This is an optimization exercise on Yosys and OpenROAD, whose aim is small area, a short achievable clock period and few clock cycles per item, not a production implementation.
In this exercise RTL edits were held to simulation tests only and were not proved equivalent to the original.

==> flow/design.v (excerpt) <==
module gradient_row_span_generator #(
  parameter int unsigned FbMaxDim = 8192
) (
  input  logic          clk_i,
  input  logic          rst_ni,
  input  logic          s_axis_tvalid,
  output logic          s_axis_tready,
  input  logic [127:0]  s_axis_tdata,
  output logic          m_axis_tvalid,
  input  logic          m_axis_tready,
  output logic [63:0]   m_axis_tdata,
  output logic          m_axis_tuser,
  input  logic          cfg_we_i,
  input  logic [1:0]    cfg_idx_i,
  input  logic [13:0]   cfg_wdata_i
);
  logic [13:0] fbw_q, fbh_q, str_q;
  logic [15:0] str3_q;                  
  logic [13:0] wsat;
  assign wsat = (cfg_wdata_i > 14'(FbMaxDim)) ? 14'(FbMaxDim) : cfg_wdata_i;
  always_ff @(posedge clk_i or negedge rst_ni) begin
    if (!rst_ni) begin
      fbw_q <= 14'd640;
      fbh_q <= 14'd480;
      str_q <= 14'd640;
    end else if (cfg_we_i) begin
      if (cfg_idx_i == 2'd0) fbw_q <= wsat;
      if (cfg_idx_i == 2'd1) fbh_q <= wsat;
      if (cfg_idx_i == 2'd2) str_q <= wsat;
    end
  end
  always_ff @(posedge clk_i or negedge rst_ni) begin
    if (!rst_ni) str3_q <= 16'd1920;
    else         str3_q <= {2'b00, str_q} + {1'b0, str_q, 1'b0};
  end
  logic [7:2]  vld_q;
  logic        k_vld_q;
  ...
For scale: ~7500 cells after synthesis.
clock: 8.5 ns
lec_check: 0
cap_margin: 20
core_margin: 2
core_utilization: 40
setup_slack_margin: 3
slew_margin: 20
run.sh (not shown) runs the stock make flow with config.mk's settings and CLKGATE_MAP_FILE= SYNTH_SCRIPT=/design/flow/synth_recipe.tcl, a recipe that flattens the netlist after the stock synthesis.
The first run finished with timing, DRC and antenna clean.
Testbench counts at the start, summed over its fixed seeds: cycles 16,048, items 16,000.
Rerun with:
SETUP_SLACK_MARGIN = 4   (was 3)
TNS_END_PERCENT = 20   (was default)
Area after synthesis does not change.
Non-clock buffer count is higher by 96.
Setup slack gets better by 0.55 ns.
Wire length is higher by 1.8%.

========
Setup of build 40:
gradient_row_span_generator, a different RTL version from the one above (not shown whole).
Size in the first run: ~7400 cells after synthesis, ~950 flip-flops, ~220 I/O pins, about 77000 um^2 of cells after synthesis.
Settings: LEC_CHECK=0, CAP_MARGIN=20, CORE_MARGIN=2, CORE_UTILIZATION=40, CTS_BUF_LIST=sky130_fd_sc_hd__clkbuf_4 sky130_fd_sc_hd__clkbuf_8, SETUP_SLACK_MARGIN=4.75, SLEW_MARGIN=20, TNS_END_PERCENT=20; clock period 8.5 ns.
Having completed the whole flow, build 40 delivered a layout that passed the timing, DRC and antenna checks.
Testbench counts of build 40, summed over its fixed seeds: cycles 16,048, items 16,000.
Edits applied to the flow inputs when going from build 40 to build 54:
# build 40
export LEC_CHECK = 0
export CAP_MARGIN = 20
export CORE_MARGIN = 2
export CORE_UTILIZATION = 40
export CTS_BUF_LIST = sky130_fd_sc_hd__clkbuf_4 sky130_fd_sc_hd__clkbuf_8
export SETUP_SLACK_MARGIN = 4.75
export SLEW_MARGIN = 20
export TNS_END_PERCENT = 20
create_clock -name core_clock -period 8.5 [get_ports {clk_i}]
# build 54
export LEC_CHECK = 0
export CAP_MARGIN = 20
export CORE_MARGIN = 2
export CORE_UTILIZATION = 40
export CTS_BUF_LIST = sky130_fd_sc_hd__clkbuf_4 sky130_fd_sc_hd__clkbuf_8
export SETUP_SLACK_MARGIN = 5
export SLEW_MARGIN = 20
export TNS_END_PERCENT = 20
create_clock -name core_clock -period 8.5 [get_ports {clk_i}]
### Flow results
- Compared with build 40, build 54 shows clock tree skew after final layout lower by 0.0039 ns.
- STATUS time the worst path needs with I/O delays and setup: build 54 loses against build 40
- Fraction of area in registers came out lower on build 54 than on build 40.
- Sequential share of the synthesized area essentially unchanged between build 40 and build 54.
- From build 40 to build 54 the numbers moved as follows: global placer's final weighted congestion has remained practically unchanged, diode insertion count for antenna repair has increased, non-clock buffer count has increased, initial antenna violation count has increased, fraction of standard cell area in multi-input logic has remained practically unchanged.
### build 54 -> build 67
# build 54
export LEC_CHECK = 0
export CAP_MARGIN = 20
export CORE_MARGIN = 2
export CORE_UTILIZATION = 40
export CTS_BUF_LIST = sky130_fd_sc_hd__clkbuf_4 sky130_fd_sc_hd__clkbuf_8
export SETUP_SLACK_MARGIN = 5
export SLEW_MARGIN = 20
export TNS_END_PERCENT = 20
create_clock -name core_clock -period 8.5 [get_ports {clk_i}]
# build 67
export LEC_CHECK = 0
export CAP_MARGIN = 20
export CORE_MARGIN = 2
export CORE_UTILIZATION = 55
export CTS_BUF_LIST = sky130_fd_sc_hd__clkbuf_4 sky130_fd_sc_hd__clkbuf_8
export PLACE_DENSITY = 0.75
export SETUP_SLACK_MARGIN = 4.5
export SLEW_MARGIN = 20
export TNS_END_PERCENT = 20
create_clock -name core_clock -period 8.5 [get_ports {clk_i}]
- Against build 54, build 67 reports a final layout net count that is lower.
- Against build 54, build 67 comes in 11 points higher on relative max-transition margin.
- Result: PASS for each of build 54 and build 67
- Higher number of cells on the worst reg-to-reg path among build 54 and build 67: build 54

========
gradient_row_span_generator again, from the RTL that the note above started with.
Design gradient_row_span_generator, start of the top module:
module gradient_row_span_generator #(
  parameter int unsigned FbMaxDim = 8192
) (
  input  logic          clk_i,
  input  logic          rst_ni,
  input  logic          s_axis_tvalid,
  output logic          s_axis_tready,
  input  logic [127:0]  s_axis_tdata,
  output logic          m_axis_tvalid,
  input  logic          m_axis_tready,
  output logic [63:0]   m_axis_tdata,
  output logic          m_axis_tuser,
  input  logic          cfg_we_i,
  input  logic [1:0]    cfg_idx_i,
  input  logic [13:0]   cfg_wdata_i
);
export LEC_CHECK = 0
export CAP_MARGIN = 20
export CORE_MARGIN = 2
export CORE_UTILIZATION = 40
export CTS_BUF_LIST = sky130_fd_sc_hd__clkbuf_4 sky130_fd_sc_hd__clkbuf_8
export SETUP_SLACK_MARGIN = 4.5
export SLEW_MARGIN = 20
export TNS_END_PERCENT = 20
create_clock -name core_clock -period 8.5 [get_ports {clk_i}]
standard.sh (not shown) runs the stock make flow with config.mk's settings and CLKGATE_MAP_FILE= SYNTH_SCRIPT=/design/flow/synth_recipe.tcl, a recipe that flattens the netlist after the stock synthesis.
==> flow/flow/run.sh <==
#!/bin/bash
# The standard layout, with the port buffers made from sky130_fd_sc_hd__buf_2 cells.
# standard.sh's full output (synthesis through the final report) goes to standard.log;
# ORFS keeps each step's own log under orfs/logs/.
set -euo pipefail
export BUFFER_PORTS_ARGS="-buffer_cell sky130_fd_sc_hd__buf_2"
bash standard.sh > standard.log 2>&1
The starting point produced a clean layout.
Testbench counts at the start, summed over its fixed seeds: cycles 16,048, items 16,000.
Edit:
==> flow/run.sh (new file) <==
#!/bin/bash
# synth_recipe.tcl (not shown) runs the flow's synth.tcl, then flattens the netlist and writes it again
# the make line also repeats each setting of config.mk as NAME=value (left out here)
make -C /OpenROAD-flow-scripts/flow DESIGN_CONFIG=/design/flow/config.mk WORK_HOME=/design/flow/orfs CLKGATE_MAP_FILE= SYNTH_SCRIPT=/design/flow/synth_recipe.tcl finish
CTS_BUF_LIST = sky130_fd_sc_hd__clkbuf_8   (was sky130_fd_sc_hd__clkbuf_4 sky130_fd_sc_hd__clkbuf_8)
CTS_CLUSTER_DIAMETER = 100   (was not set)
CTS_CLUSTER_SIZE = 14   (was not set)
removed: flow/flow/run.sh
removed: flow/standard.sh
What happened:
- The new run passed the timing, DRC and antenna checks
- count of clock-buffer cells in the layout drops by 131
- non-clock buffer count climbs by 49
- worst setup slack gets better by 69 ps
Edit:
CTS_BUF_LIST = not set   (was sky130_fd_sc_hd__clkbuf_8)
CTS_CLUSTER_DIAMETER = not set   (was 100)
CTS_CLUSTER_SIZE = not set   (was 14)
SETUP_SLACK_MARGIN = 4   (was 4.5)
Effect: Worst setup slack loses 270 ps. Wire length shrinks by 3.1%. Worst hold slack loses 15 ps. Final cell count shrinks by 1.4%. Design area shrinks by 1.4%. Via count shrinks by 1.5%. Critical path depth grows by 1. Sequential share of layout area grows by 0.46 points. Clock skew grows by 25 ps.
Edit:
CTS_BUF_LIST = sky130_fd_sc_hd__clkbuf_4 sky130_fd_sc_hd__clkbuf_8   (was not set)
Synthesized cell count is unchanged.
Via count came out higher by about 0.37%.
Worst setup slack improved by 37 ps.
Critical path depth came out lower by 7.
Clock-buffer cell count came out higher by 80.

-- port drivers added, routing unchanged --
In the flow no input, the clock included, has a driving cell. The finished layouts below were timed again as built, in two steps. Step 1 assumes that a clkbuf_16 drives the clock port and a buf_2 every other input. Step 2 moves the port delays by t, midway between the first and last clock arrival at a register: inputs arrive t later, outputs are due t later. That takes back most of the time a late clock gives input paths. Three values: ideal ports, drivers, drivers and shift; two values: the first two.
run	t, ns	setup slack, ns	slew at the worst register clock pin (ns)
the first run of note 1	0.855	3.407 / 3.363 / 3.170	0.07 / 0.07
the second run of note 1	0.855	3.954 / 3.967 / 3.155	0.07 / 0.07
build 40	1.004	4.289 / 4.289 / 3.550	0.07 / 0.07
build 54	1.011	4.271 / 4.271 / 3.680	0.07 / 0.07
build 67	0.988	4.136 / 4.136 / 3.410	0.08 / 0.08
the first run of note 3	1.013	4.192 / 4.192 / 3.356	0.07 / 0.07
the second run of note 3	0.946	4.261 / 4.261 / 3.558	0.10 / 0.10
the third run of note 3	0.849	3.991 / 3.991 / 3.244	0.07 / 0.07
the fourth run of note 3	1.002	4.028 / 4.027 / 3.190	0.07 / 0.07
After both steps every run listed still meets setup and hold. The setup slack of the fourth run of note 3, which loses most, moves by -0.001 ns with the drivers and by -0.838 ns with both steps.
